What follows belongs to an exercise in optimizing a design on an open flow for small area, a short achievable clock period and few clock cycles; a production flow would make more cautious choices. In this exercise RTL edits were held to simulation tests only and were not proved equivalent to the original. No activity file was given, so power comes from the tool's default toggle rates.

==> flow/design.v <==
`default_nettype none
package nnBusPkg;
	typedef enum logic [2:0] {
		SEL_INPUT = 3'd0,
		SEL_HIDDEN_WEIGHT = 3'd1,
		SEL_OUTPUT_INPUT = 3'd2,
		SEL_OUTPUT_WEIGHT = 3'd3,
		SEL_HIDDEN_RESULT = 3'd4,
		SEL_OUTPUT_RESULT = 3'd5,
		SEL_STATUS = 3'd6
	} regSelect;
	typedef logic [8-1:0] busAddr;
	typedef logic [1:0] neuronIndex;
	typedef logic [32-1:0] busWord;
endpackage
`default_nettype wire
`default_nettype none
package nnMathPkg;
	typedef logic signed [16-1:0] operandWord;
	typedef logic signed [32-1:0] accumWord;
	localparam logic LAYER_HIDDEN = 1'b0;
	localparam logic LAYER_OUTPUT = 1'b1;
	localparam logic FETCH_IDLE = 1'b0;
	localparam logic FETCH_RUN = 1'b1;
endpackage
`default_nettype wire
`default_nettype none
module macArray (
	input  logic [23:0] dig,
	input  logic [15:0] w,
	output logic [31:0] ps,
	output logic [31:0] pc
);
	logic t0;
	logic t1;
	logic t2;
	logic t3;
	logic t4;
	logic t5;
	logic t6;
	logic t7;
	logic t8;
	logic t9;
	logic t10;
	logic t11;
	logic t12;
	logic t13;
	logic t14;
	logic t15;
	logic t16;
	logic t17;
	logic t18;
	logic t19;
	logic t20;
	logic t21;
	logic t22;
	logic t23;
	logic t24;
	logic t25;
	logic t26;
	logic t27;
	logic t28;
	logic t29;
	logic t30;
	logic t31;
	logic t32;
	logic t33;
	logic t34;
	logic t35;
	logic t36;
	logic t37;
	logic t38;
	logic t39;
	logic t40;
	logic t41;
	logic t42;
	logic t43;
	logic t44;
	logic t45;
	logic t46;
	logic t47;
	logic t48;
	logic t49;
	logic t50;
	logic t51;
	logic t52;
	logic t53;
	logic t54;
	logic t55;
	logic t56;
	logic t57;
	logic t58;
	logic t59;
	logic t60;
	logic t61;
	logic t62;
	logic t63;
	logic t64;
	logic t65;
	logic t66;
	logic t67;
	logic t68;
	logic t69;
	logic t70;
	logic t71;
	logic t72;
	logic t73;
	logic t74;
	logic t75;
	logic t76;
	logic t77;
	logic t78;
	logic t79;
	logic t80;
	logic t81;
	logic t82;
	logic t83;
	logic t84;
	logic t85;
	logic t86;
	logic t87;
	logic t88;
	logic t89;
	logic t90;
	logic t91;
	logic t92;
	logic t93;
	logic t94;
	logic t95;
	logic t96;
	logic t97;
	logic t98;
	logic t99;
	logic t100;
	logic t101;
	logic t102;
	logic t103;
	logic t104;
	logic t105;
	logic t106;
	logic t107;
	logic t108;
	logic t109;
	logic t110;
	logic t111;
	logic t112;
	logic t113;
	logic t114;
	logic t115;
	logic t116;
	logic t117;
	logic t118;
	logic t119;
	logic t120;
	logic t121;
	logic t122;
	logic t123;
	logic t124;
	logic t125;
	logic t126;
	logic t127;
	logic t128;
	logic t129;
	logic t130;
	logic t131;
	logic t132;
	logic t133;
	logic t134;
	logic t135;
	logic t136;
	logic t137;
	logic t138;
	logic t139;
	logic t140;
	logic t141;
	logic t142;
	logic t143;
	logic t144;
	logic t145;
	logic t146;
	logic t147;
	logic t148;
	logic t149;
	logic t150;
	logic t151;
	logic t152;
	logic t153;
	logic t154;
	logic t155;
	logic t156;
	logic t157;
	logic t158;
	logic t159;
	logic t160;
	logic t161;
	logic t162;
	logic t163;
	logic t164;
	logic t165;
	logic t166;
	logic t167;
	logic t168;
	logic t169;
	logic t170;
	logic t171;
	logic t172;
	logic t173;
	logic t174;
	logic t175;
	logic t176;
	logic t177;
	logic t178;
	logic t179;
	logic t180;
	logic t181;
	logic t182;
	logic t183;
	logic t184;
	logic t185;
	logic t186;
	logic t187;
	logic t188;
	logic t189;
	logic t190;
	logic t191;
	logic t192;
	logic t193;
	logic t194;
	logic t195;
	logic t196;
	logic t197;
	logic t198;
	logic t199;
	logic t200;
	logic t201;
	logic t202;
	logic t203;
	logic t204;
	logic t205;
	logic t206;
	logic t207;
	logic t208;
	logic t209;
	logic t210;
	logic t211;
	logic t212;
	logic t213;
	logic t214;
	logic t215;
	logic t216;
	logic t217;
	logic t218;
	logic t219;
	logic t220;
	logic t221;
	logic t222;
	logic t223;
	logic t224;
	logic t225;
	logic t226;
	logic t227;
	logic t228;
	logic t229;
	logic t230;
	logic t231;
	logic t232;
	logic t233;
	logic t234;
	logic t235;
	logic t236;
	logic t237;
	logic t238;
	logic t239;
	logic t240;
	logic t241;
	logic t242;
	logic t243;
	logic t244;
	logic t245;
	logic t246;
	logic t247;
	logic t248;
	logic t249;
	logic t250;
	logic t251;
	logic t252;
	logic t253;
	logic t254;
	logic t255;
	logic t256;
	logic t257;
	logic t258;
	logic t259;
	logic t260;
	logic t261;
	logic t262;
	logic t263;
	logic t264;
	logic t265;
	logic t266;
	logic t267;
	logic t268;
	logic t269;
	logic t270;
	logic t271;
	logic t272;
	logic t273;
	logic t274;
	logic t275;
	logic t276;
	logic t277;
	logic t278;
	logic t279;
	logic t280;
	logic t281;
	logic t282;
	logic t283;
	logic t284;
	logic t285;
	logic t286;
	logic t287;
	logic t288;
	logic t289;
	logic t290;
	logic t291;
	logic t292;
	logic t293;
	logic t294;
	logic t295;
	logic t296;
	logic t297;
	logic t298;
	logic t299;
	logic t300;
	logic t301;
	logic t302;
	logic t303;
	logic t304;
	logic t305;
	logic t306;
	logic t307;
	logic t308;
	logic t309;
	logic t310;
	logic t311;
	logic t312;
	logic t313;
	logic t314;
	logic t315;
	logic t316;
	logic t317;
	logic t318;
	logic t319;
	logic t320;
	logic t321;
	logic t322;
	logic t323;
	logic t324;
	logic t325;
	logic t326;
	logic t327;
	logic t328;
	logic t329;
	logic t330;
	logic t331;
	logic t332;
	logic t333;
	logic t334;
	logic t335;
	logic t336;
	logic t337;
	logic t338;
	logic t339;
	logic t340;
	logic t341;
	logic t342;
	logic t343;
	logic t344;
	logic t345;
	logic t346;
	logic t347;
	logic t348;
	logic t349;
	logic t350;
	logic t351;
	logic t352;
	logic t353;
	logic t354;
	logic t355;
	logic t356;
	logic t357;
	logic t358;
	logic t359;
	assign t0 = (dig[0] & w[0]) ^ dig[2];
	assign t1 = ((dig[0] & w[1]) | (dig[1] & w[0])) ^ dig[2];
	assign t2 = ((dig[0] & w[2]) | (dig[1] & w[1])) ^ dig[2];
	assign t3 = ((dig[0] & w[3]) | (dig[1] & w[2])) ^ dig[2];
	assign t4 = ((dig[0] & w[4]) | (dig[1] & w[3])) ^ dig[2];
	assign t5 = ((dig[0] & w[5]) | (dig[1] & w[4])) ^ dig[2];
	assign t6 = ((dig[0] & w[6]) | (dig[1] & w[5])) ^ dig[2];
	assign t7 = ((dig[0] & w[7]) | (dig[1] & w[6])) ^ dig[2];
	assign t8 = ((dig[0] & w[8]) | (dig[1] & w[7])) ^ dig[2];
	assign t9 = ((dig[0] & w[9]) | (dig[1] & w[8])) ^ dig[2];
	assign t10 = ((dig[0] & w[10]) | (dig[1] & w[9])) ^ dig[2];
	assign t11 = ((dig[0] & w[11]) | (dig[1] & w[10])) ^ dig[2];
	assign t12 = ((dig[0] & w[12]) | (dig[1] & w[11])) ^ dig[2];
	assign t13 = ((dig[0] & w[13]) | (dig[1] & w[12])) ^ dig[2];
	assign t14 = ((dig[0] & w[14]) | (dig[1] & w[13])) ^ dig[2];
	assign t15 = ((dig[0] & w[15]) | (dig[1] & w[14])) ^ dig[2];
	assign t16 = ~(((dig[0] & w[15]) | (dig[1] & w[15])) ^ dig[2]);
	assign t17 = (dig[3] & w[0]) ^ dig[5];
	assign t18 = ((dig[3] & w[1]) | (dig[4] & w[0])) ^ dig[5];
	assign t19 = ((dig[3] & w[2]) | (dig[4] & w[1])) ^ dig[5];
	assign t20 = ((dig[3] & w[3]) | (dig[4] & w[2])) ^ dig[5];
	assign t21 = ((dig[3] & w[4]) | (dig[4] & w[3])) ^ dig[5];
	assign t22 = ((dig[3] & w[5]) | (dig[4] & w[4])) ^ dig[5];
	assign t23 = ((dig[3] & w[6]) | (dig[4] & w[5])) ^ dig[5];
	assign t24 = ((dig[3] & w[7]) | (dig[4] & w[6])) ^ dig[5];
	assign t25 = ((dig[3] & w[8]) | (dig[4] & w[7])) ^ dig[5];
	assign t26 = ((dig[3] & w[9]) | (dig[4] & w[8])) ^ dig[5];
	assign t27 = ((dig[3] & w[10]) | (dig[4] & w[9])) ^ dig[5];
	assign t28 = ((dig[3] & w[11]) | (dig[4] & w[10])) ^ dig[5];
	assign t29 = ((dig[3] & w[12]) | (dig[4] & w[11])) ^ dig[5];
	assign t30 = ((dig[3] & w[13]) | (dig[4] & w[12])) ^ dig[5];
	assign t31 = ((dig[3] & w[14]) | (dig[4] & w[13])) ^ dig[5];
	assign t32 = ((dig[3] & w[15]) | (dig[4] & w[14])) ^ dig[5];
	assign t33 = ~(((dig[3] & w[15]) | (dig[4] & w[15])) ^ dig[5]);
	assign t34 = (dig[6] & w[0]) ^ dig[8];
	assign t35 = ((dig[6] & w[1]) | (dig[7] & w[0])) ^ dig[8];
	assign t36 = ((dig[6] & w[2]) | (dig[7] & w[1])) ^ dig[8];
	assign t37 = ((dig[6] & w[3]) | (dig[7] & w[2])) ^ dig[8];
	assign t38 = ((dig[6] & w[4]) | (dig[7] & w[3])) ^ dig[8];
	assign t39 = ((dig[6] & w[5]) | (dig[7] & w[4])) ^ dig[8];
	assign t40 = ((dig[6] & w[6]) | (dig[7] & w[5])) ^ dig[8];
	assign t41 = ((dig[6] & w[7]) | (dig[7] & w[6])) ^ dig[8];
	assign t42 = ((dig[6] & w[8]) | (dig[7] & w[7])) ^ dig[8];
	assign t43 = ((dig[6] & w[9]) | (dig[7] & w[8])) ^ dig[8];
	assign t44 = ((dig[6] & w[10]) | (dig[7] & w[9])) ^ dig[8];
	assign t45 = ((dig[6] & w[11]) | (dig[7] & w[10])) ^ dig[8];
	assign t46 = ((dig[6] & w[12]) | (dig[7] & w[11])) ^ dig[8];
	assign t47 = ((dig[6] & w[13]) | (dig[7] & w[12])) ^ dig[8];
	assign t48 = ((dig[6] & w[14]) | (dig[7] & w[13])) ^ dig[8];
	assign t49 = ((dig[6] & w[15]) | (dig[7] & w[14])) ^ dig[8];
	assign t50 = ~(((dig[6] & w[15]) | (dig[7] & w[15])) ^ dig[8]);
	assign t51 = (dig[9] & w[0]) ^ dig[11];
	assign t52 = ((dig[9] & w[1]) | (dig[10] & w[0])) ^ dig[11];
	assign t53 = ((dig[9] & w[2]) | (dig[10] & w[1])) ^ dig[11];
	assign t54 = ((dig[9] & w[3]) | (dig[10] & w[2])) ^ dig[11];
	assign t55 = ((dig[9] & w[4]) | (dig[10] & w[3])) ^ dig[11];
	assign t56 = ((dig[9] & w[5]) | (dig[10] & w[4])) ^ dig[11];
	assign t57 = ((dig[9] & w[6]) | (dig[10] & w[5])) ^ dig[11];
	assign t58 = ((dig[9] & w[7]) | (dig[10] & w[6])) ^ dig[11];
	assign t59 = ((dig[9] & w[8]) | (dig[10] & w[7])) ^ dig[11];
	assign t60 = ((dig[9] & w[9]) | (dig[10] & w[8])) ^ dig[11];
	assign t61 = ((dig[9] & w[10]) | (dig[10] & w[9])) ^ dig[11];
	assign t62 = ((dig[9] & w[11]) | (dig[10] & w[10])) ^ dig[11];
	assign t63 = ((dig[9] & w[12]) | (dig[10] & w[11])) ^ dig[11];
	assign t64 = ((dig[9] & w[13]) | (dig[10] & w[12])) ^ dig[11];
	assign t65 = ((dig[9] & w[14]) | (dig[10] & w[13])) ^ dig[11];
	assign t66 = ((dig[9] & w[15]) | (dig[10] & w[14])) ^ dig[11];
	assign t67 = ~(((dig[9] & w[15]) | (dig[10] & w[15])) ^ dig[11]);
	assign t68 = (dig[12] & w[0]) ^ dig[14];
	assign t69 = ((dig[12] & w[1]) | (dig[13] & w[0])) ^ dig[14];
	assign t70 = ((dig[12] & w[2]) | (dig[13] & w[1])) ^ dig[14];
	assign t71 = ((dig[12] & w[3]) | (dig[13] & w[2])) ^ dig[14];
	assign t72 = ((dig[12] & w[4]) | (dig[13] & w[3])) ^ dig[14];
	assign t73 = ((dig[12] & w[5]) | (dig[13] & w[4])) ^ dig[14];
	assign t74 = ((dig[12] & w[6]) | (dig[13] & w[5])) ^ dig[14];
	assign t75 = ((dig[12] & w[7]) | (dig[13] & w[6])) ^ dig[14];
	assign t76 = ((dig[12] & w[8]) | (dig[13] & w[7])) ^ dig[14];
	assign t77 = ((dig[12] & w[9]) | (dig[13] & w[8])) ^ dig[14];
	assign t78 = ((dig[12] & w[10]) | (dig[13] & w[9])) ^ dig[14];
	assign t79 = ((dig[12] & w[11]) | (dig[13] & w[10])) ^ dig[14];
	assign t80 = ((dig[12] & w[12]) | (dig[13] & w[11])) ^ dig[14];
	assign t81 = ((dig[12] & w[13]) | (dig[13] & w[12])) ^ dig[14];
	assign t82 = ((dig[12] & w[14]) | (dig[13] & w[13])) ^ dig[14];
	assign t83 = ((dig[12] & w[15]) | (dig[13] & w[14])) ^ dig[14];
	assign t84 = ~(((dig[12] & w[15]) | (dig[13] & w[15])) ^ dig[14]);
	assign t85 = (dig[15] & w[0]) ^ dig[17];
	assign t86 = ((dig[15] & w[1]) | (dig[16] & w[0])) ^ dig[17];
	assign t87 = ((dig[15] & w[2]) | (dig[16] & w[1])) ^ dig[17];
	assign t88 = ((dig[15] & w[3]) | (dig[16] & w[2])) ^ dig[17];
	assign t89 = ((dig[15] & w[4]) | (dig[16] & w[3])) ^ dig[17];
	assign t90 = ((dig[15] & w[5]) | (dig[16] & w[4])) ^ dig[17];
	assign t91 = ((dig[15] & w[6]) | (dig[16] & w[5])) ^ dig[17];
	assign t92 = ((dig[15] & w[7]) | (dig[16] & w[6])) ^ dig[17];
	assign t93 = ((dig[15] & w[8]) | (dig[16] & w[7])) ^ dig[17];
	assign t94 = ((dig[15] & w[9]) | (dig[16] & w[8])) ^ dig[17];
	assign t95 = ((dig[15] & w[10]) | (dig[16] & w[9])) ^ dig[17];
	assign t96 = ((dig[15] & w[11]) | (dig[16] & w[10])) ^ dig[17];
	assign t97 = ((dig[15] & w[12]) | (dig[16] & w[11])) ^ dig[17];
	assign t98 = ((dig[15] & w[13]) | (dig[16] & w[12])) ^ dig[17];
	assign t99 = ((dig[15] & w[14]) | (dig[16] & w[13])) ^ dig[17];
	assign t100 = ((dig[15] & w[15]) | (dig[16] & w[14])) ^ dig[17];
	assign t101 = ~(((dig[15] & w[15]) | (dig[16] & w[15])) ^ dig[17]);
	assign t102 = (dig[18] & w[0]) ^ dig[20];
	assign t103 = ((dig[18] & w[1]) | (dig[19] & w[0])) ^ dig[20];
	assign t104 = ((dig[18] & w[2]) | (dig[19] & w[1])) ^ dig[20];
	assign t105 = ((dig[18] & w[3]) | (dig[19] & w[2])) ^ dig[20];
	assign t106 = ((dig[18] & w[4]) | (dig[19] & w[3])) ^ dig[20];
	assign t107 = ((dig[18] & w[5]) | (dig[19] & w[4])) ^ dig[20];
	assign t108 = ((dig[18] & w[6]) | (dig[19] & w[5])) ^ dig[20];
	assign t109 = ((dig[18] & w[7]) | (dig[19] & w[6])) ^ dig[20];
	assign t110 = ((dig[18] & w[8]) | (dig[19] & w[7])) ^ dig[20];
	assign t111 = ((dig[18] & w[9]) | (dig[19] & w[8])) ^ dig[20];
	assign t112 = ((dig[18] & w[10]) | (dig[19] & w[9])) ^ dig[20];
	assign t113 = ((dig[18] & w[11]) | (dig[19] & w[10])) ^ dig[20];
	assign t114 = ((dig[18] & w[12]) | (dig[19] & w[11])) ^ dig[20];
	assign t115 = ((dig[18] & w[13]) | (dig[19] & w[12])) ^ dig[20];
	assign t116 = ((dig[18] & w[14]) | (dig[19] & w[13])) ^ dig[20];
	assign t117 = ((dig[18] & w[15]) | (dig[19] & w[14])) ^ dig[20];
	assign t118 = ~(((dig[18] & w[15]) | (dig[19] & w[15])) ^ dig[20]);
	assign t119 = (dig[21] & w[0]) ^ dig[23];
	assign t120 = ((dig[21] & w[1]) | (dig[22] & w[0])) ^ dig[23];
	assign t121 = ((dig[21] & w[2]) | (dig[22] & w[1])) ^ dig[23];
	assign t122 = ((dig[21] & w[3]) | (dig[22] & w[2])) ^ dig[23];
	assign t123 = ((dig[21] & w[4]) | (dig[22] & w[3])) ^ dig[23];
	assign t124 = ((dig[21] & w[5]) | (dig[22] & w[4])) ^ dig[23];
	assign t125 = ((dig[21] & w[6]) | (dig[22] & w[5])) ^ dig[23];
	assign t126 = ((dig[21] & w[7]) | (dig[22] & w[6])) ^ dig[23];
	assign t127 = ((dig[21] & w[8]) | (dig[22] & w[7])) ^ dig[23];
	assign t128 = ((dig[21] & w[9]) | (dig[22] & w[8])) ^ dig[23];
	assign t129 = ((dig[21] & w[10]) | (dig[22] & w[9])) ^ dig[23];
	assign t130 = ((dig[21] & w[11]) | (dig[22] & w[10])) ^ dig[23];
	assign t131 = ((dig[21] & w[12]) | (dig[22] & w[11])) ^ dig[23];
	assign t132 = ((dig[21] & w[13]) | (dig[22] & w[12])) ^ dig[23];
	assign t133 = ((dig[21] & w[14]) | (dig[22] & w[13])) ^ dig[23];
	assign t134 = ((dig[21] & w[15]) | (dig[22] & w[14])) ^ dig[23];
	assign t135 = ~(((dig[21] & w[15]) | (dig[22] & w[15])) ^ dig[23]);
	assign t136 = dig[17] ^ t10;
	assign t137 = dig[17] & t10;
	assign t138 = t11 ^ t26;
	assign t139 = t11 & t26;
	assign t140 = dig[20] ^ t12 ^ t27;
	assign t141 = (dig[20] & t12) | (dig[20] & t27) | (t12 & t27);
	assign t142 = t42 ^ t57;
	assign t143 = t42 & t57;
	assign t144 = t13 ^ t28 ^ t43;
	assign t145 = (t13 & t28) | (t13 & t43) | (t28 & t43);
	assign t146 = t58 ^ t73;
	assign t147 = t58 & t73;
	assign t148 = dig[23] ^ t14 ^ t29;
	assign t149 = (dig[23] & t14) | (dig[23] & t29) | (t14 & t29);
	assign t150 = t44 ^ t59 ^ t74;
	assign t151 = (t44 & t59) | (t44 & t74) | (t59 & t74);
	assign t152 = t89 ^ t104;
	assign t153 = t89 & t104;
	assign t154 = t15 ^ t30 ^ t45;
	assign t155 = (t15 & t30) | (t15 & t45) | (t30 & t45);
	assign t156 = t60 ^ t75 ^ t90;
	assign t157 = (t60 & t75) | (t60 & t90) | (t75 & t90);
	assign t158 = t105 ^ t120;
	assign t159 = t105 & t120;
	assign t160 = 1'b1 ^ t16 ^ t31;
	assign t161 = (1'b1 & t16) | (1'b1 & t31) | (t16 & t31);
	assign t162 = t46 ^ t61 ^ t76;
	assign t163 = (t46 & t61) | (t46 & t76) | (t61 & t76);
	assign t164 = t91 ^ t106 ^ t121;
	assign t165 = (t91 & t106) | (t91 & t121) | (t106 & t121);
	assign t166 = 1'b1 ^ t32 ^ t47;
	assign t167 = (1'b1 & t32) | (1'b1 & t47) | (t32 & t47);
	assign t168 = t62 ^ t77 ^ t92;
	assign t169 = (t62 & t77) | (t62 & t92) | (t77 & t92);
	assign t170 = t107 ^ t122;
	assign t171 = t107 & t122;
	assign t172 = t33 ^ t48 ^ t63;
	assign t173 = (t33 & t48) | (t33 & t63) | (t48 & t63);
	assign t174 = t78 ^ t93 ^ t108;
	assign t175 = (t78 & t93) | (t78 & t108) | (t93 & t108);
	assign t176 = 1'b1 ^ t49 ^ t64;
	assign t177 = (1'b1 & t49) | (1'b1 & t64) | (t49 & t64);
	assign t178 = t79 ^ t94;
	assign t179 = t79 & t94;
	assign t180 = t50 ^ t65 ^ t80;
	assign t181 = (t50 & t65) | (t50 & t80) | (t65 & t80);
	assign t182 = 1'b1 ^ t66;
	assign t183 = 1'b1 & t66;
	assign t184 = dig[11] ^ t6;
	assign t185 = dig[11] & t6;
	assign t186 = t7 ^ t22;
	assign t187 = t7 & t22;
	assign t188 = dig[14] ^ t8 ^ t23;
	assign t189 = (dig[14] & t8) | (dig[14] & t23) | (t8 & t23);
	assign t190 = t38 ^ t53;
	assign t191 = t38 & t53;
	assign t192 = t9 ^ t24 ^ t39;
	assign t193 = (t9 & t24) | (t9 & t39) | (t24 & t39);
	assign t194 = t54 ^ t69;
	assign t195 = t54 & t69;
	assign t196 = t25 ^ t40 ^ t55;
	assign t197 = (t25 & t40) | (t25 & t55) | (t40 & t55);
	assign t198 = t70 ^ t85 ^ t136;
	assign t199 = (t70 & t85) | (t70 & t136) | (t85 & t136);
	assign t200 = t41 ^ t56 ^ t71;
	assign t201 = (t41 & t56) | (t41 & t71) | (t56 & t71);
	assign t202 = t86 ^ t137 ^ t138;
	assign t203 = (t86 & t137) | (t86 & t138) | (t137 & t138);
	assign t204 = t72 ^ t87 ^ t102;
	assign t205 = (t72 & t87) | (t72 & t102) | (t87 & t102);
	assign t206 = t139 ^ t142 ^ t140;
	assign t207 = (t139 & t142) | (t139 & t140) | (t142 & t140);
	assign t208 = t88 ^ t103 ^ t141;
	assign t209 = (t88 & t103) | (t88 & t141) | (t103 & t141);
	assign t210 = t143 ^ t146 ^ t144;
	assign t211 = (t143 & t146) | (t143 & t144) | (t146 & t144);
	assign t212 = t119 ^ t145 ^ t147;
	assign t213 = (t119 & t145) | (t119 & t147) | (t145 & t147);
	assign t214 = t152 ^ t148 ^ t150;
	assign t215 = (t152 & t148) | (t152 & t150) | (t148 & t150);
	assign t216 = t149 ^ t151 ^ t153;
	assign t217 = (t149 & t151) | (t149 & t153) | (t151 & t153);
	assign t218 = t158 ^ t154 ^ t156;
	assign t219 = (t158 & t154) | (t158 & t156) | (t154 & t156);
	assign t220 = t155 ^ t157 ^ t159;
	assign t221 = (t155 & t157) | (t155 & t159) | (t157 & t159);
	assign t222 = t160 ^ t162 ^ t164;
	assign t223 = (t160 & t162) | (t160 & t164) | (t162 & t164);
	assign t224 = t161 ^ t163 ^ t165;
	assign t225 = (t161 & t163) | (t161 & t165) | (t163 & t165);
	assign t226 = t170 ^ t166 ^ t168;
	assign t227 = (t170 & t166) | (t170 & t168) | (t166 & t168);
	assign t228 = t123 ^ t167 ^ t169;
	assign t229 = (t123 & t167) | (t123 & t169) | (t167 & t169);
	assign t230 = t171 ^ t172 ^ t174;
	assign t231 = (t171 & t172) | (t171 & t174) | (t172 & t174);
	assign t232 = t109 ^ t124 ^ t173;
	assign t233 = (t109 & t124) | (t109 & t173) | (t124 & t173);
	assign t234 = t175 ^ t178 ^ t176;
	assign t235 = (t175 & t178) | (t175 & t176) | (t178 & t176);
	assign t236 = t95 ^ t110 ^ t125;
	assign t237 = (t95 & t110) | (t95 & t125) | (t110 & t125);
	assign t238 = t177 ^ t179 ^ t180;
	assign t239 = (t177 & t179) | (t177 & t180) | (t179 & t180);
	assign t240 = t81 ^ t96 ^ t111;
	assign t241 = (t81 & t96) | (t81 & t111) | (t96 & t111);
	assign t242 = t126 ^ t181 ^ t182;
	assign t243 = (t126 & t181) | (t126 & t182) | (t181 & t182);
	assign t244 = t67 ^ t82 ^ t97;
	assign t245 = (t67 & t82) | (t67 & t97) | (t82 & t97);
	assign t246 = t112 ^ t127 ^ t183;
	assign t247 = (t112 & t127) | (t112 & t183) | (t127 & t183);
	assign t248 = 1'b1 ^ t83 ^ t98;
	assign t249 = (1'b1 & t83) | (1'b1 & t98) | (t83 & t98);
	assign t250 = t113 ^ t128;
	assign t251 = t113 & t128;
	assign t252 = t84 ^ t99 ^ t114;
	assign t253 = (t84 & t99) | (t84 & t114) | (t99 & t114);
	assign t254 = 1'b1 ^ t100;
	assign t255 = 1'b1 & t100;
	assign t256 = dig[8] ^ t4;
	assign t257 = dig[8] & t4;
	assign t258 = t5 ^ t20;
	assign t259 = t5 & t20;
	assign t260 = t21 ^ t36 ^ t51;
	assign t261 = (t21 & t36) | (t21 & t51) | (t36 & t51);
	assign t262 = t37 ^ t52 ^ t185;
	assign t263 = (t37 & t52) | (t37 & t185) | (t52 & t185);
	assign t264 = t68 ^ t187 ^ t190;
	assign t265 = (t68 & t187) | (t68 & t190) | (t187 & t190);
	assign t266 = t189 ^ t191 ^ t194;
	assign t267 = (t189 & t191) | (t189 & t194) | (t191 & t194);
	assign t268 = t193 ^ t195 ^ t196;
	assign t269 = (t193 & t195) | (t193 & t196) | (t195 & t196);
	assign t270 = t197 ^ t200 ^ t199;
	assign t271 = (t197 & t200) | (t197 & t199) | (t200 & t199);
	assign t272 = t201 ^ t204 ^ t203;
	assign t273 = (t201 & t204) | (t201 & t203) | (t204 & t203);
	assign t274 = t205 ^ t207 ^ t208;
	assign t275 = (t205 & t207) | (t205 & t208) | (t207 & t208);
	assign t276 = t209 ^ t211 ^ t212;
	assign t277 = (t209 & t211) | (t209 & t212) | (t211 & t212);
	assign t278 = t213 ^ t215 ^ t216;
	assign t279 = (t213 & t215) | (t213 & t216) | (t215 & t216);
	assign t280 = t217 ^ t219 ^ t220;
	assign t281 = (t217 & t219) | (t217 & t220) | (t219 & t220);
	assign t282 = t221 ^ t223 ^ t224;
	assign t283 = (t221 & t223) | (t221 & t224) | (t223 & t224);
	assign t284 = t225 ^ t227 ^ t228;
	assign t285 = (t225 & t227) | (t225 & t228) | (t227 & t228);
	assign t286 = t229 ^ t231 ^ t232;
	assign t287 = (t229 & t231) | (t229 & t232) | (t231 & t232);
	assign t288 = t236 ^ t233 ^ t235;
	assign t289 = (t236 & t233) | (t236 & t235) | (t233 & t235);
	assign t290 = t237 ^ t240 ^ t239;
	assign t291 = (t237 & t240) | (t237 & t239) | (t240 & t239);
	assign t292 = t241 ^ t244 ^ t243;
	assign t293 = (t241 & t244) | (t241 & t243) | (t244 & t243);
	assign t294 = t245 ^ t250 ^ t248;
	assign t295 = (t245 & t250) | (t245 & t248) | (t250 & t248);
	assign t296 = t129 ^ t249 ^ t251;
	assign t297 = (t129 & t249) | (t129 & t251) | (t249 & t251);
	assign t298 = t115 ^ t130 ^ t253;
	assign t299 = (t115 & t130) | (t115 & t253) | (t130 & t253);
	assign t300 = t101 ^ t116 ^ t131;
	assign t301 = (t101 & t116) | (t101 & t131) | (t116 & t131);
	assign t302 = 1'b1 ^ t117;
	assign t303 = 1'b1 & t117;
	assign t304 = dig[5] ^ t2;
	assign t305 = dig[5] & t2;
	assign t306 = t3 ^ t18;
	assign t307 = t3 & t18;
	assign t308 = t19 ^ t34 ^ t256;
	assign t309 = (t19 & t34) | (t19 & t256) | (t34 & t256);
	assign t310 = t35 ^ t257 ^ t258;
	assign t311 = (t35 & t257) | (t35 & t258) | (t257 & t258);
	assign t312 = t259 ^ t184 ^ t260;
	assign t313 = (t259 & t184) | (t259 & t260) | (t184 & t260);
	assign t314 = t261 ^ t186 ^ t262;
	assign t315 = (t261 & t186) | (t261 & t262) | (t186 & t262);
	assign t316 = t188 ^ t263 ^ t264;
	assign t317 = (t188 & t263) | (t188 & t264) | (t263 & t264);
	assign t318 = t192 ^ t265 ^ t266;
	assign t319 = (t192 & t265) | (t192 & t266) | (t265 & t266);
	assign t320 = t267 ^ t198 ^ t268;
	assign t321 = (t267 & t198) | (t267 & t268) | (t198 & t268);
	assign t322 = t269 ^ t202 ^ t270;
	assign t323 = (t269 & t202) | (t269 & t270) | (t202 & t270);
	assign t324 = t206 ^ t271 ^ t272;
	assign t325 = (t206 & t271) | (t206 & t272) | (t271 & t272);
	assign t326 = t210 ^ t273 ^ t274;
	assign t327 = (t210 & t273) | (t210 & t274) | (t273 & t274);
	assign t328 = t214 ^ t275 ^ t276;
	assign t329 = (t214 & t275) | (t214 & t276) | (t275 & t276);
	assign t330 = t218 ^ t277 ^ t278;
	assign t331 = (t218 & t277) | (t218 & t278) | (t277 & t278);
	assign t332 = t222 ^ t279 ^ t280;
	assign t333 = (t222 & t279) | (t222 & t280) | (t279 & t280);
	assign t334 = t226 ^ t281 ^ t282;
	assign t335 = (t226 & t281) | (t226 & t282) | (t281 & t282);
	assign t336 = t230 ^ t283 ^ t284;
	assign t337 = (t230 & t283) | (t230 & t284) | (t283 & t284);
	assign t338 = t234 ^ t285 ^ t286;
	assign t339 = (t234 & t285) | (t234 & t286) | (t285 & t286);
	assign t340 = t238 ^ t287 ^ t288;
	assign t341 = (t238 & t287) | (t238 & t288) | (t287 & t288);
	assign t342 = t242 ^ t289 ^ t290;
	assign t343 = (t242 & t289) | (t242 & t290) | (t289 & t290);
	assign t344 = t246 ^ t291 ^ t292;
	assign t345 = (t246 & t291) | (t246 & t292) | (t291 & t292);
	assign t346 = t247 ^ t294 ^ t293;
	assign t347 = (t247 & t294) | (t247 & t293) | (t294 & t293);
	assign t348 = t252 ^ t295 ^ t296;
	assign t349 = (t252 & t295) | (t252 & t296) | (t295 & t296);
	assign t350 = t254 ^ t297 ^ t298;
	assign t351 = (t254 & t297) | (t254 & t298) | (t297 & t298);
	assign t352 = t255 ^ t300 ^ t299;
	assign t353 = (t255 & t300) | (t255 & t299) | (t300 & t299);
	assign t354 = t132 ^ t301 ^ t302;
	assign t355 = (t132 & t301) | (t132 & t302) | (t301 & t302);
	assign t356 = t118 ^ t133 ^ t303;
	assign t357 = (t118 & t133) | (t118 & t303) | (t133 & t303);
	assign t358 = 1'b1 ^ t134;
	assign t359 = 1'b1 & t134;
	assign ps[0] = dig[2];
	assign pc[0] = t0;
	assign ps[1] = t1;
	assign pc[1] = 1'b0;
	assign ps[2] = t17;
	assign pc[2] = t304;
	assign ps[3] = t305;
	assign pc[3] = t306;
	assign ps[4] = t307;
	assign pc[4] = t308;
	assign ps[5] = t309;
	assign pc[5] = t310;
	assign ps[6] = t311;
	assign pc[6] = t312;
	assign ps[7] = t313;
	assign pc[7] = t314;
	assign ps[8] = t315;
	assign pc[8] = t316;
	assign ps[9] = t317;
	assign pc[9] = t318;
	assign ps[10] = t319;
	assign pc[10] = t320;
	assign ps[11] = t321;
	assign pc[11] = t322;
	assign ps[12] = t323;
	assign pc[12] = t324;
	assign ps[13] = t325;
	assign pc[13] = t326;
	assign ps[14] = t327;
	assign pc[14] = t328;
	assign ps[15] = t329;
	assign pc[15] = t330;
	assign ps[16] = t331;
	assign pc[16] = t332;
	assign ps[17] = t333;
	assign pc[17] = t334;
	assign ps[18] = t335;
	assign pc[18] = t336;
	assign ps[19] = t337;
	assign pc[19] = t338;
	assign ps[20] = t339;
	assign pc[20] = t340;
	assign ps[21] = t341;
	assign pc[21] = t342;
	assign ps[22] = t343;
	assign pc[22] = t344;
	assign ps[23] = t345;
	assign pc[23] = t346;
	assign ps[24] = t348;
	assign pc[24] = t347;
	assign ps[25] = t349;
	assign pc[25] = t350;
	assign ps[26] = t351;
	assign pc[26] = t352;
	assign ps[27] = t354;
	assign pc[27] = t353;
	assign ps[28] = t355;
	assign pc[28] = t356;
	assign ps[29] = t358;
	assign pc[29] = t357;
	assign ps[30] = t135;
	assign pc[30] = t359;
	assign ps[31] = 1'b1;
	assign pc[31] = 1'b0;
endmodule
`default_nettype wire
`default_nettype none
module nnAccelerator (
	input  logic                 CLOCK1_50,
	input  logic                 resetHidden,
	input  logic                 busWrite,
	input  logic [2:0]           busSel,
	input  logic [1:0]           busNeuron,
	input  logic [8-1:0]   busAddr,
	input  logic [32-1:0]  busWriteData,
	output logic [32-1:0]  busReadData
);
	logic [15:0] xMem [16];
	logic [15:0] w1Mem [64];
	logic [15:0] hMem [4];
	logic [15:0] w2Mem [12];
	logic [15:0] wd;
	logic inRange16;
	logic inRange4;
	logic wrX;
	logic wrW1;
	logic wrH;
	logic wrW2;
	assign wd = busWriteData[15:0];
	assign inRange16 = busAddr < 8'd16;
	assign inRange4 = busAddr < 8'd4;
	assign wrX = busWrite && busSel == 3'd0 && inRange16;
	assign wrW1 = busWrite && busSel == 3'd1 && inRange16;
	assign wrH = busWrite && busSel == 3'd2 && inRange4;
	assign wrW2 = busWrite && busSel == 3'd3 && inRange4 && busNeuron != 2'd3;
	always_ff @(posedge CLOCK1_50) begin
		for (int k = 0; k < 16; k++)
			if (wrX && busAddr[3:0] == 4'(k))
				xMem[k] <= wd;
		for (int k = 0; k < 64; k++)
			if (wrW1 && {busNeuron, busAddr[3:0]} == 6'(k))
				w1Mem[k] <= wd;
		for (int k = 0; k < 4; k++)
			if (wrH && busAddr[1:0] == 2'(k))
				hMem[k] <= wd;
		for (int k = 0; k < 12; k++)
			if (wrW2 && {busNeuron, busAddr[1:0]} == 4'(k))
				w2Mem[k] <= wd;
	end
	logic clrH;
	logic stH;
	logic clrO;
	logic stO;
	assign clrH = wrX && busAddr[3:0] == 4'd0;
	assign stH = wrX && busAddr[3:0] == 4'd15;
	assign clrO = wrH && busAddr[1:0] == 2'd0;
	assign stO = wrH && busAddr[1:0] == 2'd3;
	logic colH;
	logic cleanH;
	logic [14:1] seenH;
	logic colO;
	logic cleanO;
	logic [2:1] seenO;
	logic fastH;
	logic fastO;
	assign fastH = colH && cleanH && &seenH;
	assign fastO = colO && cleanO && &seenO;
	always_ff @(posedge CLOCK1_50) begin
		if (resetHidden) begin
			colH <= 1'b0;
			colO <= 1'b0;
		end else begin
			if (clrH) begin
				colH <= 1'b1;
				cleanH <= 1'b1;
				seenH <= '0;
			end else if (stH) begin
				colH <= 1'b0;
			end else if (wrX) begin
				for (int k = 1; k < 15; k++)
					if (busAddr[3:0] == 4'(k)) begin
						seenH[k] <= 1'b1;
						if (seenH[k])
							cleanH <= 1'b0;
					end
			end else if (wrW1) begin
				cleanH <= 1'b0;
			end
			if (clrO) begin
				colO <= 1'b1;
				cleanO <= 1'b1;
				seenO <= '0;
			end else if (stO) begin
				colO <= 1'b0;
			end else if (wrH) begin
				for (int k = 1; k < 3; k++)
					if (busAddr[1:0] == 2'(k)) begin
						seenO[k] <= 1'b1;
						if (seenO[k])
							cleanO <= 1'b0;
					end
			end else if (wrW2) begin
				cleanO <= 1'b0;
			end
		end
	end
	logic fbAct;
	logic fbLay;
	logic [3:0] fbCnt;
	logic fbLast;
	assign fbLast = fbLay ? fbCnt == 4'd3 : fbCnt == 4'd15;
	always_ff @(posedge CLOCK1_50) begin
		if (resetHidden) begin
			fbAct <= 1'b0;
		end else if (fbAct) begin
			fbCnt <= fbCnt + 4'd1;
			if (fbLast)
				fbAct <= 1'b0;
		end else if ((stH && !fastH) || (stO && !fastO)) begin
			fbAct <= 1'b1;
			fbLay <= stO;
			fbCnt <= 4'd0;
		end
	end
	logic doneH;
	logic doneO;
	always_ff @(posedge CLOCK1_50) begin
		if (resetHidden) begin
			doneH <= 1'b0;
			doneO <= 1'b0;
		end else begin
			if (clrH)
				doneH <= 1'b0;
			else if ((stH && fastH) || (fbAct && fbLast && !fbLay))
				doneH <= 1'b1;
			if (clrO)
				doneO <= 1'b0;
			else if ((stO && fastO) || (fbAct && fbLast && fbLay))
				doneO <= 1'b1;
		end
	end
	logic itemV;
	logic itemLay;
	logic itemFirst;
	logic [3:0] itemIdx;
	logic [15:0] itemX;
	logic [23:0] itemDig;
	always_comb begin
		if (fbAct) begin
			itemV = 1'b1;
			itemLay = fbLay;
			itemFirst = fbCnt == 4'd0;
			itemIdx = fbCnt;
			itemX = fbLay ? hMem[fbCnt[1:0]] : xMem[fbCnt];
		end else begin
			itemV = (wrX && (colH || clrH)) || (wrH && (colO || clrO));
			itemLay = busSel[1];
			itemFirst = busAddr[3:0] == 4'd0;
			itemIdx = busAddr[3:0];
			itemX = wd;
		end
	end
	logic [16:0] xExt;
	assign xExt = {itemX, 1'b0};
	for (genvar j = 0; j < 8; j++) begin : gBooth
		assign itemDig[3*j] = xExt[2*j+1] ^ xExt[2*j];
		assign itemDig[3*j+1] = (xExt[2*j+2] && !xExt[2*j+1] && !xExt[2*j]) ||
			(!xExt[2*j+2] && xExt[2*j+1] && xExt[2*j]);
		assign itemDig[3*j+2] = xExt[2*j+2];
	end
	logic r0V;
	logic r0Lay;
	logic r0First;
	logic [23:0] r0Dig;
	logic [3:0][15:0] r0W;
	always_ff @(posedge CLOCK1_50) begin
		if (resetHidden)
			r0V <= 1'b0;
		else
			r0V <= itemV;
		r0Lay <= itemLay;
		r0First <= itemFirst;
		r0Dig <= itemDig;
		for (int n = 0; n < 4; n++) begin
			if (n < 3)
				r0W[n] <= itemLay ? w2Mem[n*4 + int'(itemIdx[1:0])] : w1Mem[n*16 + int'(itemIdx)];
			else
				r0W[n] <= w1Mem[n*16 + int'(itemIdx)];
		end
	end
	logic [3:0][31:0] prodS;
	logic [3:0][31:0] prodC;
	for (genvar n = 0; n < 4; n++) begin : gLane
		macArray lane (.dig(r0Dig), .w(r0W[n]), .ps(prodS[n]), .pc(prodC[n]));
	end
	logic r1V;
	logic r1Lay;
	logic r1First;
	logic [3:0][31:0] r1S;
	logic [3:0][31:0] r1C;
	always_ff @(posedge CLOCK1_50) begin
		if (resetHidden)
			r1V <= 1'b0;
		else
			r1V <= r0V;
		r1Lay <= r0Lay;
		r1First <= r0First;
		r1S <= prodS;
		r1C <= prodC;
	end
	logic [3:0][31:0] accH;
	logic [2:0][31:0] accO;
	logic [3:0][31:0] laneSum;
	logic [3:0][31:0] nextH;
	logic [2:0][31:0] nextO;
	for (genvar n = 0; n < 4; n++) begin : gSum
		logic [31:0] base;
		logic [31:0] s3;
		logic [31:0] c3;
		if (n < 3) begin : gShared
			assign base = r1First ? 32'd0 : (r1Lay ? accO[n] : accH[n]);
			assign nextO[n] = (r1V && r1Lay) ? laneSum[n] : accO[n];
		end else begin : gHiddenOnly
			assign base = r1First ? 32'd0 : accH[n];
		end
		assign s3 = base ^ r1S[n] ^ r1C[n];
		assign c3 = (base & r1S[n]) | (base & r1C[n]) | (r1S[n] & r1C[n]);
		assign laneSum[n] = s3 + {c3[30:0], 1'b0};
		assign nextH[n] = (r1V && !r1Lay) ? laneSum[n] : accH[n];
	end
	always_ff @(posedge CLOCK1_50) begin
		for (int n = 0; n < 4; n++)
			if (r1V && !r1Lay)
				accH[n] <= laneSum[n];
		for (int n = 0; n < 3; n++)
			if (r1V && r1Lay)
				accO[n] <= laneSum[n];
	end
	logic [31:0] rd;
	always_comb begin
		rd = 32'd0;
		case (busSel)
			3'd0:
				if (inRange16)
					rd = {{16{xMem[busAddr[3:0]][15]}}, xMem[busAddr[3:0]]};
			3'd2:
				if (inRange4)
					rd = {{16{hMem[busAddr[1:0]][15]}}, hMem[busAddr[1:0]]};
			3'd4:
				if (inRange4 && doneH)
					rd = nextH[busAddr[1:0]];
			3'd5:
				if (busAddr < 8'd3 && doneO)
					rd = nextO[busAddr[1:0]];
			3'd6:
				rd = {30'd0, doneO, doneH};
			default: ;
		endcase
	end
	always_ff @(posedge CLOCK1_50)
		busReadData <= rd;
endmodule
`default_nettype wire
==> flow/run.sh <==
#!/bin/bash
# synth_recipe.tcl (not shown) runs the flow's synth.tcl, then flattens the netlist and writes it again
# the make line also repeats each setting of config.mk as NAME=value (left out here)
make -C /OpenROAD-flow-scripts/flow DESIGN_CONFIG=/design/flow/config.mk WORK_HOME=/design/flow/orfs CLKGATE_MAP_FILE= SYNTH_SCRIPT=/design/flow/synth_recipe.tcl finish
==> flow/config.mk <==
export PLATFORM = sky130hd
export DESIGN_NAME = nnAccelerator
export DESIGN_NICKNAME = nnAccelerator
export VERILOG_FILES = /design/flow/design.v
export SDC_FILE = /design/flow/constraint.sdc
export NUM_CORES = 4
export LEC_CHECK = 0
export CAP_MARGIN = 20
export CORE_MARGIN = 2
export CORE_UTILIZATION = 40
export SLEW_MARGIN = 20
==> flow/constraint.sdc <==
create_clock -name core_clock -period 10.0 [get_ports {CLOCK1_50}]
set_input_delay 2.0000 -clock core_clock [delete_from_list [all_inputs] [get_ports {CLOCK1_50}]]
set_output_delay 2.0000 -clock core_clock [all_outputs]
set_load 0.01 [all_outputs]
==> summary.md, run 1 <==
| Metric | Value |
|---|---|
| Status | `complete, no violations` |
| Layout cells sized above 1 | `10.8%` |
| Critical path capture point type | `flip-flop` |
| Final setup viols | `0` |
| Arrival time at the worst endpoint | `6.70 ns` |
| Fmax | `168 MHz` |
| Root buffer cell | `clkbuf_16` |
| IO Pins | `80` |
| Reg2reg end | `busReadData[27]` |
| Fillcell total | `24,084` |
| Post-synth EDFFs | `1,559` |
| Yosys top cell by area | `edfxtp_1` |
| TritonCTS buffer count | `220` |
| CP Launch Point | `busAddr[1]` |
| Worst Path Max Fanout | `27` |
| Crit path to | `r0W[17]` |
| Clock Latency Late Sink | `0.93 ns` |
| Area of the mapped netlist | `107,000 um^2` |
| Dominant cells by area after synthesis | `edfxtp_1, dfxtp_1, fa_1, a22oi_1, xnor2_1` |
| Pwr Total | `32,300 uW` |
| Max Buffers Root-to-Sink | `3` |
| Asr flop ratio synth | `0%` |
| Die width | `522 um` |
| Post-CTS Hold Buffers | `0` |
| DR vias/cell | `6.09` |
| Chip height | `522 um` |
| Core Rows | `190` |
| DR iter-0 viols | `11,269` |
| Layout area overhead | `11.9%` |
| Die ar. | `272,000 um^2` |
| Area share of the largest cell type after synthesis | `43.7%` |
| Gate count of the mapped netlist | `8,789` |
| Synth Area per Inst | `12.2 um^2` |
| Gpl congestion | `0.930` |
| Reg2Reg Depth | `16` |
| Critical Setup Path Class | `primary input to flip-flop` |
| PwrDens | `269 nW/um^2` |
| Slew margin rel. | `16.5%` |
| Max-Cap Viols | `0` |
| Reg clk slew, reported paths | `0.06 ns` |
| DRT Pass-1 Iters | `9` |
| HPWL Detailed | `231 mm` |
| Port bufs | `63` |
| Core area | `267,000 um^2` |
| CP required | `10.74 ns` |
| Post-CTS sizing | `0` |
| Yosys reg bits | `2,155` |
| Grt total ovfl | `0` |
| DR WL/cell | `29.3 um` |
| CTS tree | `built` |
| Hold Crit Class | `flip-flop to flip-flop` |
| Largest net degree at the start of global routing | `132` |
| Initial antenna violation count | `17` |
| Via count | `75,643` |
| Synthesized Nets | `9,522` |
| Number of global-route vias before repair | `74,480` |
| Starting Density | `40.1%` |
| Setup Buffers After CTS | `0` |
| Post-layout min period | `5.95 ns` |
| Worst slew pin tran | `1.24 ns` |
| R2R Path Start | `r1First` |
| Unique masters post-synth | `95` |
| Unrepaired setup endpoints after global routing | `false` |
| Final period util | `59.5%` |
| Peak supply drop | `0.201 mV` |
| Setup tns final | `0 ns` |
| CTS HTree Levels | `4` |
| Clock sinks | `2,155` |
| Commonest non-fill, non-tap cell in the layout | `edfxtp_1` |
| Global-route usage over all layers | `26.2%` |
| Synth Flop Type | `edfxtp_1` |
| Synth warnings | `5` |
| Final ANT Viol Nets | `0` |
| Final Hold Fails | `0` |
| First-pass GRT wire length | `523 mm` |
| Skew final | `0.113 ns` |
| Routed WL | `365 mm` |
| Post-synthesis sequential area ratio | `54.8%` |
| R2R setup slack | `4.06 ns` |
| Leak Pwr | `0.0438 uW` |
| Post-route DRC | `0` |
| Most frequent cells in the layout | `edfxtp_1, a22oi_1, inv_1` |
| Slew Viols, Final | `0` |
| Layout net count | `9,403` |
| Worst setup SP type | `primary input` |
-- sequential cells by signal, indices dropped and copies added, names as in the netlist, 2 cells and up --
signal and cells:
accH 128, accO 96, busReadData 32, fbCnt 4, hMem 64, r0Dig 24, r0W 64, r1C 120
r1S 121, seenH 14, seenO 2, w1Mem 1024, w2Mem 192, xMem 256
-- how the worst min path moves through the flow --
stage | start | end | depth (start not counted)
after floorplan | r0First | r1First | 0
after global placement | r0Lay | r1Lay | 0
after detailed placement | r0Lay | r1Lay | 0
after CTS | r0Lay | r1Lay | 0
after global routing | r0Lay | r1Lay | 0
final | r0Lay | r1Lay | 0
-- logic make-up (layout without fill, tap and decap cells) --
group,after synthesis,count (layout),share of synthesized area [%]
compound gates,2211,2211,15.1
xor+xnor,666,666,5.45
fa+ha+maj,685,685,11.3
buf+inv,1393,1466,4.93
flops,2155,2155,54.8
mux,171,171,1.91
other cells,0,10,0
simple gates,1508,1508,6.53
-- power breakdown --
group	total (uW)	internal [uW]	leakage, uW	switching [uW]
registers	10800	10300	0.0190	489
clock network	8730	5050	0.00371	3680
logic	12800	4790	0.0211	8010
total	32300	20100	0.0438	12200
-- worst max-delay path: stages --
cell	delay, ns
buf_4	0.35
inv_1	0.21
nor2_1	0.90
buf_4	0.33
a21boi_2	0.29
nor2_4	0.75
buf_4	0.60
buf_4	0.40
a222oi_1	0.17
and3_1	0.28
a31oi_1	0.36
-- stage by stage --
stage | hold slack [ns] | utilization, % | cell area [um^2] | setup WS, ns | instances
global route | 0.334 | 44.9 | 120000 | 3.88 | 12418
finish | 0.324 | 44.9 | 120000 | 4.05 | 12424
floorplan | 0.310 | - | 107000 | 5.07 | 8789
detailed placement | 0.312 | 42.0 | 112000 | 3.32 | 12000
global placement | 0.312 | 42.0 | 112000 | 3.41 | 12000
CTS | 0.325 | 44.9 | 120000 | 4.10 | 12414
-- cells in the mapped netlist, types with 22 or more instances --
library cell,n
o221ai_1,40
nand3_1,139
nand2_1,645
a21oi_1,253
xnor2_1,383
xor2_1,282
buf_1,110
dfxtp_1,596
o21ai_0,294
inv_1,713
a211oi_1,27
nand2b_1,34
ha_1,213
and3_1,29
a221oi_1,178
nand4_1,122
mux2i_1,123
nor3_1,30
a22o_1,157
a22oi_1,818
o22a_1,30
o211ai_1,40
clkbuf_1,531
nor2b_1,54
edfxtp_1,1559
a221o_1,42
mux2_2,22
mux4_2,24
or2_2,100
nor2_1,284
a21o_1,60
buf_2,37
a222oi_1,68
fa_1,472
a31oi_1,31
-- metal layers --
layer  vias up  track usage (%)  share of wire (%)
met5         -                0             0.0063
met4         4             10.7                4.3
met3       855             5.17                 10
met2      4635             40.9                 45
met1     38273             35.7                 40
li1      31876                -                  -
-- layout make-up --
| cell class | instances | area (um^2) | area share (%) |
|---|---|---|---|
| Sequential cell | 2155 | 58800 | 49.0 |
| Timing Repair Buffer | 338 | 2680 | 2.23 |
| Multi-Input combinational cell | 5241 | 43600 | 36.3 |
| Antenna cell | 10 | 25.0 | 0.0209 |
| Tap cell | 3552 | 4440 | 3.70 |
| Clock buffer | 282 | 5960 | 4.97 |
| Clock inverter | 132 | 1790 | 1.49 |
| Inverter | 714 | 2680 | 2.23 |
Testbench counts, summed over its fixed seeds: cycles 1,856.
==> run 2, diff against run 1 <==
--- a/flow/config.mk
+++ b/flow/config.mk
@@ -8,4 +8,5 @@
 export CAP_MARGIN = 20
 export CORE_MARGIN = 2
 export CORE_UTILIZATION = 40
+export SETUP_SLACK_MARGIN = 5
 export SLEW_MARGIN = 20
==> summary.md, run 2 <==
| Metric | Value |
|---|---|
| Status | `complete, no violations` |
| Layout area overhead | `12.7%` |
| Post-route DRC | `0 (unchanged)` |
| Commonest non-fill, non-tap cell in the layout | `edfxtp_1` |
| Critical Setup Path Class | `primary input to flip-flop` |
| Synth Flop Type | `edfxtp_1` |
| Core area | `267,000 um^2 (unchanged)` |
| Clock sinks | `2,155 (unchanged)` |
| Most frequent cells in the layout | `edfxtp_1, a22oi_1, inv_1` |
| Fmax | `198 MHz (+18%)` |
| Reg2reg end | `busReadData[16]` |
| R2R setup slack | `5.01 ns (+0.95 ns)` |
| DRT Pass-1 Iters | `10 (+1)` |
| Grt total ovfl | `0 (unchanged)` |
| Area share of the largest cell type after synthesis | `43.7% (unchanged)` |
| CP peak stage delay | `0.90 ns (about the same)` |
| Worst slew pin tran | `1.22 ns (-0.0168 ns)` |
| Max reg flops | `1,024 (unchanged)` |
| Pwr Total | `32,600 uW (+0.78%)` |
| Layout net count | `9,436 (+0.35%)` |
| First-pass GRT wire length | `527 mm (+0.66%)` |
| Worst setup margin | `4.94 ns (+0.890 ns)` |
| Final setup viols | `0 (unchanged)` |
| Routed WL | `369 mm (+1.2%)` |
| Die width | `522 um (unchanged)` |
| Number of global-route vias before repair | `74,720 (+0.32%)` |
| Slew Viols, Final | `0 (unchanged)` |
| Via count | `76,095 (+0.60%)` |
| Unrepaired setup endpoints after global routing | `true` |
| Hold path cells | `0 (unchanged)` |
| Final Util | `45.2% (+0.31 points)` |
| Setup tns final | `0 ns (unchanged)` |
| HPWL Detailed | `231 mm (unchanged)` |
| DR WL/cell | `29.6 um (+0.92%)` |
| Gpl congestion | `0.930 (unchanged)` |
| Post-route cell area | `121,000 um^2 (+0.69%)` |
| CP Launch Point | `busAddr[3]` |
| Area of the mapped netlist | `107,000 um^2 (unchanged)` |
| Peak supply drop | `0.201 mV (about the same)` |
| PwrDens | `269 nW/um^2 (about the same)` |
| Largest net degree at the start of global routing | `132 (unchanged)` |
| Regs by FF count | `w1Mem (1024), xMem (256), w2Mem (192)` |
| Worst Path Max Fanout | `21 (-22%)` |
| Dpl ws | `3.32 ns (unchanged)` |
| Post-Place Cell Area | `112,000 um^2 (unchanged)` |
| Final Hold Fails | `0 (unchanged)` |
| Crit-path cells | `clkdlybuf4s50_1 > buf_4 > nor2_4 > nand3_1 > or4b_2 > nor2_1 > o21a_1 > o21ai_0 > o211ai_1` |
| Post-synth EDFFs | `1,559 (unchanged)` |
| Chip height | `522 um (unchanged)` |
| Final period util | `50.6% (-8.9 points)` |
| Yosys reg bits | `2,155 (unchanged)` |
| Synth warnings | `5 (unchanged)` |
| Synth cell count leaders | `edfxtp_1, a22oi_1, inv_1, nand2_1, dfxtp_1` |
| Post-synthesis sequential area ratio | `54.8% (unchanged)` |
| Leak Pwr | `0.0441 uW (+0.66%)` |
| TritonCTS buffer count | `220 (unchanged)` |
| Synthesized Nets | `9,522 (unchanged)` |
| Most flops, register | `w1Mem` |
| R2R Path Start | `r1Lay` |
| Most frequent cell after synthesis | `edfxtp_1` |
| Skew final | `0.117 ns (+0.00360 ns)` |
| CTS tree | `built` |
| Unique masters post-synth | `95 (unchanged)` |
| CP required | `10.73 ns (about the same)` |
| Post-layout min period | `5.06 ns (-0.890 ns)` |
| Starting Density | `40.1% (unchanged)` |
| CTS HTree Levels | `4 (unchanged)` |
| IO Pins | `80 (unchanged)` |
| Sequential cell area | `58,800 um^2 (unchanged)` |
| Crit path to | `busReadData[10]` |
| Critical path capture point type | `flip-flop` |
| Yosys top cell by area | `edfxtp_1` |
| Fillcell total | `23,997 (-0.36%)` |
| Multi-input combinational cell area | `44,000 um^2 (+0.87%)` |
| Die ar. | `272,000 um^2 (unchanged)` |
| Hold Crit Class | `flip-flop to flip-flop` |
| Arrival time at the worst endpoint | `5.79 ns (-0.91 ns)` |
| Reg2Reg Depth | `17 (+1)` |
| Max Buffers Root-to-Sink | `3 (unchanged)` |
| DR vias/cell | `6.11 (+0.36%)` |
| Final ANT Viol Nets | `0 (unchanged)` |
| Slew margin rel. | `17.7% (+1.1 points)` |
| Global-route usage over all layers | `26.4% (+0.20 points)` |
| Worst setup SP type | `primary input` |
| DR iter-0 viols | `11,213 (-0.50%)` |
| Max-Cap Viols | `0 (unchanged)` |
| Layout cells sized above 1 | `11.8% (+0.99 points)` |
| Clock Latency Late Sink | `0.93 ns (about the same)` |
| Initial antenna violation count | `18 (+1)` |
| Root buffer cell | `clkbuf_16` |
| Gate count of the mapped netlist | `8,789 (unchanged)` |
| Core Rows | `190 (unchanged)` |
| Port bufs | `63 (unchanged)` |
| Synth Area per Inst | `12.2 um^2 (unchanged)` |
| Crit path max-delay cell type | `or4b_2` |
| Dominant cells by area after synthesis | `edfxtp_1, dfxtp_1, fa_1, a22oi_1, xnor2_1` |
| Reg clk slew, reported paths | `0.06 ns (about the same)` |
| Asr flop ratio synth | `0% (unchanged)` |
run 2: cell types whose count changed in the layout (fill, tap and decap cells not counted), moves of 7 or more:
| cell | before | now |
|---|---|---|
| o21ai_1 | 7 | 16 |
| a21oi_1 | 252 | 245 |
| nor2_1 | 201 | 192 |
| nor2_2 | 66 | 73 |
| o21ai_0 | 290 | 277 |
| buf_4 | 289 | 304 |
run 2: routing by layer:
metal / track usage [%] / part of all wire, % / routed length [um]
met4: 10.9 / 4.3 / 15800
met3: 5.05 / 10 / 38600
met2: 41.2 / 45 / 168000
met1: 36.0 / 40 / 147000
met5: 0 / 0.0062 / 23
run 2: worst min-delay path by stage:
| stage | from | end | slack [ns] |
|---|---|---|---|
| 2_1_floorplan | r0First | r1First | 0.31 |
| 3_3_place_gp | r0Lay | r1Lay | 0.31 |
| 3_5_place_dp | r0Lay | r1Lay | 0.31 |
| 4_1_cts | r0Lay | r1Lay | 0.32 |
| 5_1_grt | r0Lay | r1Lay | 0.33 |
| 6_report | r0Lay | r1Lay | 0.32 |
run 2: area by class of cell:
type,instances,share of cell area (%)
diodes,7,0.0145
clock buffers,282,4.93
clock inverters,132,1.48
inverters,714,2.22
multi-input cells,5243,36.4
flip-flops and latches,2155,48.7
well taps,3552,3.68
repair buffers,369,2.59
run 2: repair_timing:
item / 4_1_cts / 5_1_grt
setup buffers: 13 / 13
resized for setup: 47 / 54
pin swaps: 7 / 7
hold buffers: 0 / 0
endpoints found under the setup margin: 624 / 580
cloned: 5 / 2
run 2: stage by stage:
stage	hold slack (ns)	cells
6_report	0.324	12454
5_1_grt	0.334	12451
4_1_cts	0.325	12432
3_5_place_dp	0.312	12000
3_3_place_gp	0.312	12000
2_1_floorplan	0.310	8789
run 2: logic make-up after synthesis:
group / count (synthesis) / synth area share [%]
compound gates: 2211 / 15.1
xor+xnor: 666 / 5.45
fa+ha+maj: 685 / 11.3
buf+inv: 1393 / 4.93
flops: 2155 / 54.8
mux: 171 / 1.91
simple gates: 1508 / 6.53
run 2: power by group:
part / leakage [uW] / internal [uW] / switching [uW] / total (uW)
sequential: 0.0190 / 10300 / 492 / 10800
combinational: 0.0214 / 4900 / 8150 / 13000
clock: 0.00371 / 5050 / 3670 / 8720
total: 0.0441 / 20200 / 12300 / 32600
run 2: worst max-delay path, delay by kind of cell:
family,cells,cell delay [ns]
simple gates,4,2.41
buf+inv,2,0.64
compound gates,3,0.71
==> run 3, diff against run 2 <==
--- a/flow/config.mk
+++ b/flow/config.mk
@@ -5,6 +5,7 @@
 export SDC_FILE = /design/flow/constraint.sdc
 export NUM_CORES = 4
 export LEC_CHECK = 0
+export ABC_CLOCK_PERIOD_IN_PS = 3500
 export CAP_MARGIN = 20
 export CORE_MARGIN = 2
 export CORE_UTILIZATION = 40
==> summary.md, run 3 <==
| Metric | Value |
|---|---|
| Post-route DRC | `0 (unchanged)` |
| Skew final | `0.117 ns (unchanged)` |
| Post-synthesis sequential area ratio | `54.8% (unchanged)` |
| Number of global-route vias before repair | `74,720 (unchanged)` |
| Crit path max-delay cell type | `or4b_2` |
| Core Rows | `190 (unchanged)` |
| Final period util | `50.6% (unchanged)` |
| Final Hold Fails | `0 (unchanged)` |
| Pwr Total | `32,600 uW (unchanged)` |
| Yosys reg bits | `2,155 (unchanged)` |
| Starting Density | `40.1% (unchanged)` |
| Max reg flops | `1,024 (unchanged)` |
| Final Util | `45.2% (unchanged)` |
| Via count | `76,095 (unchanged)` |
| Leak Pwr | `0.0441 uW (unchanged)` |
| Cell Count, Final, Fillers Out | `12,454 (unchanged)` |
| Synth warnings | `5 (unchanged)` |
| DR iter-0 viols | `11,213 (unchanged)` |
| HPWL Detailed | `231 mm (unchanged)` |
| Synth Area per Inst | `12.2 um^2 (unchanged)` |
| TritonCTS buffer count | `220 (unchanged)` |
| Area share of the largest cell type after synthesis | `43.7% (unchanged)` |
| Slew margin rel. | `17.7% (unchanged)` |
| Die ar. | `272,000 um^2 (unchanged)` |
| Most frequent cell after synthesis | `edfxtp_1` |
| Regs by FF count | `w1Mem (1024), xMem (256), w2Mem (192)` |
| CP required | `10.73 ns (about the same)` |
| Largest net degree at the start of global routing | `132 (unchanged)` |
| Peak supply drop | `0.201 mV (unchanged)` |
| Arrival time at the worst endpoint | `5.79 ns (about the same)` |
| Reg clk slew, reported paths | `0.06 ns (about the same)` |
| Gate count of the mapped netlist | `8,789 (unchanged)` |
| Port bufs | `63 (unchanged)` |
| Synth Flop Type | `edfxtp_1` |
| First-pass GRT wire length | `527 mm (unchanged)` |
| Unique masters post-synth | `95 (unchanged)` |
| Die width | `522 um (unchanged)` |
| Grt total ovfl | `0 (unchanged)` |
| Setup tns final | `0 ns (unchanged)` |
| Most frequent cells in the layout | `edfxtp_1, a22oi_1, inv_1` |
| Slew Viols, Final | `0 (unchanged)` |
| Placed cell count | `12,000 (unchanged)` |
| Core area | `267,000 um^2 (unchanged)` |
| Area of the mapped netlist | `107,000 um^2 (unchanged)` |
| Global-route usage over all layers | `26.4% (unchanged)` |
| DR WL/cell | `29.6 um (unchanged)` |
| Layout area overhead | `12.7% (unchanged)` |
| Yosys top cell by area | `edfxtp_1` |
| Worst setup margin | `4.94 ns (unchanged)` |
| Hold Crit Class | `flip-flop to flip-flop` |
| Final ANT Viol Nets | `0 (unchanged)` |
| Unrepaired setup endpoints after global routing | `true` |
| Synthesized Nets | `9,522 (unchanged)` |
| CTS HTree Levels | `4 (unchanged)` |
| Max-Cap Viols | `0 (unchanged)` |
| Crit-path cells | `clkdlybuf4s50_1 > buf_4 > nor2_4 > nand3_1 > or4b_2 > nor2_1 > o21a_1 > o21ai_0 > o211ai_1` |
| Asr flop ratio synth | `0% (unchanged)` |
| Most flops, register | `w1Mem` |
| Root buffer cell | `clkbuf_16` |
| Layout net count | `9,436 (unchanged)` |
| Worst slew pin tran | `1.22 ns (unchanged)` |
| IO Pins | `80 (unchanged)` |
| Chip height | `522 um (unchanged)` |
| Gpl congestion | `0.930 (unchanged)` |
| Status | `complete, no violations` |
| Final setup viols | `0 (unchanged)` |
| Clock Latency Late Sink | `0.93 ns (about the same)` |
| Synth cell count leaders | `edfxtp_1, a22oi_1, inv_1, nand2_1, dfxtp_1` |
| Commonest non-fill, non-tap cell in the layout | `edfxtp_1` |
| CTS tree | `built` |
| Worst setup SP type | `primary input` |
| DR vias/cell | `6.11 (unchanged)` |
| Dpl ws | `3.32 ns (unchanged)` |
| Max Buffers Root-to-Sink | `3 (unchanged)` |
| Layout cells sized above 1 | `11.8% (unchanged)` |
| Dominant cells by area after synthesis | `edfxtp_1, dfxtp_1, fa_1, a22oi_1, xnor2_1` |
| Critical path capture point type | `flip-flop` |
| Routed WL | `369 mm (unchanged)` |
| Post-synth EDFFs | `1,559 (unchanged)` |
| PwrDens | `269 nW/um^2 (unchanged)` |
| Worst Path Max Fanout | `21 (unchanged)` |
| Initial antenna violation count | `18 (unchanged)` |
| Critical Setup Path Class | `primary input to flip-flop` |
| Post-layout min period | `5.06 ns (unchanged)` |
| Fmax | `198 MHz (unchanged)` |
| Clock sinks | `2,155 (unchanged)` |
| DRT Pass-1 Iters | `10 (unchanged)` |
| CP peak stage delay | `0.90 ns (about the same)` |
-- run 3: per-layer routing --
layer  vias up  track usage, %  share of wire, %
li1      31921               -                 -
met4         4            10.9               4.3
met2      4773            41.2                45
met5         -               0            0.0062
met1     38543            36.0                40
met3       854            5.05                10
-- run 3: per-stage QoR --
stage | instance area, um^2 | hold WS [ns]
after floorplan | 107000 | 0.310
after global placement | 112000 | 0.312
after detailed placement | 112000 | 0.312
after CTS | 120000 | 0.325
after global routing | 121000 | 0.334
final | 121000 | 0.324
-- run 3: timing repair --
action | 4_1_cts | 5_1_grt
hold buffers | 0 | 0
pin swaps | 7 | 7
resized for setup | 47 | 54
setup endpoints to repair | 624 | 580
gates cloned | 5 | 2
setup buffers | 13 | 13
-- run 3: cell families (layout without fill, tap and decap cells) --
kind of cell               count (synthesis)  in the layout  share of synthesized area, %
muxes                                    171            171                          1.91
other                                      0              7                             0
DFF                                     2155           2155                          54.8
buffers and inverters                   1393           1497                          4.93
AOI/OAI and AO/OA                       2211           2211                          15.1
adders and majority gates                685            685                          11.3
and+or+nand+nor                         1508           1510                          6.53
xor gates and xnor gates                 666            666                          5.45
-- run 3: area by class of cell --
| class | count | area, um^2 |
|---|---|---|
| clock inverters | 132 | 1790 |
| clock buffers | 282 | 5960 |
| inverters | 714 | 2680 |
| repair buffers | 369 | 3140 |
| fillers | 23997 | 146000 |
| diodes | 7 | 17.5 |
| multi-input cells | 5243 | 44000 |
| well taps | 3552 | 4440 |
| flip-flops and latches | 2155 | 58800 |
-- run 3: critical path, delay by kind of cell --
family,cells,cell delay [ns]
buffers and inverters,2,0.64
AO/OA/AOI/OAI,3,0.71
AND/OR/NAND/NOR,4,2.41
-- run 3: path summary, 6_finish.rpt --
kind,to,startpoint,slack (ns),cells after the start
worst max-delay path,busReadData[10],busAddr[3],4.94,9
worst min-delay path,r1Lay,r0Lay,0.32,0
worst max register to register,busReadData[16],r1Lay,5.01,17
worst min register to register,r1Lay,r0Lay,0.32,0
-- run 3: power by group --
group / switching [uW] / internal [uW]
combinational: 8150 / 4900
clock: 3670 / 5050
sequential: 492 / 10300

port drivers added, routing unchanged:
No port has a modelled driver above. Below, the same layouts with a new extraction and two added sets of constraints.
Step 1: set_driving_cell puts a clkbuf_16 on CLOCK1_50 and a buf_2 on each other input, an assumption about the parent block.
Step 2 adds t to the input delays and takes it off the output delays; t is the mean of the earliest and latest rising clock arrival at the registers after step 1. Input paths then give back, and output paths get back, about the clock's delay inside the block.
Slacks: no drivers / after step 1 / after step 2; pairs: no drivers / after step 1.
| run | t (ns) | slack for setup (ns) | pins driven straight from the clock port |
|---|---|---|---|
| run 1 | 0.972 | 4.048 / 4.060 / 3.151 | 1 |
| run 2 | 0.970 | 4.937 / 4.982 / 4.012 | 1 |
| run 3 | 0.970 | 4.937 / 4.982 / 4.012 | 1 |
After both steps every run listed still meets setup and hold.
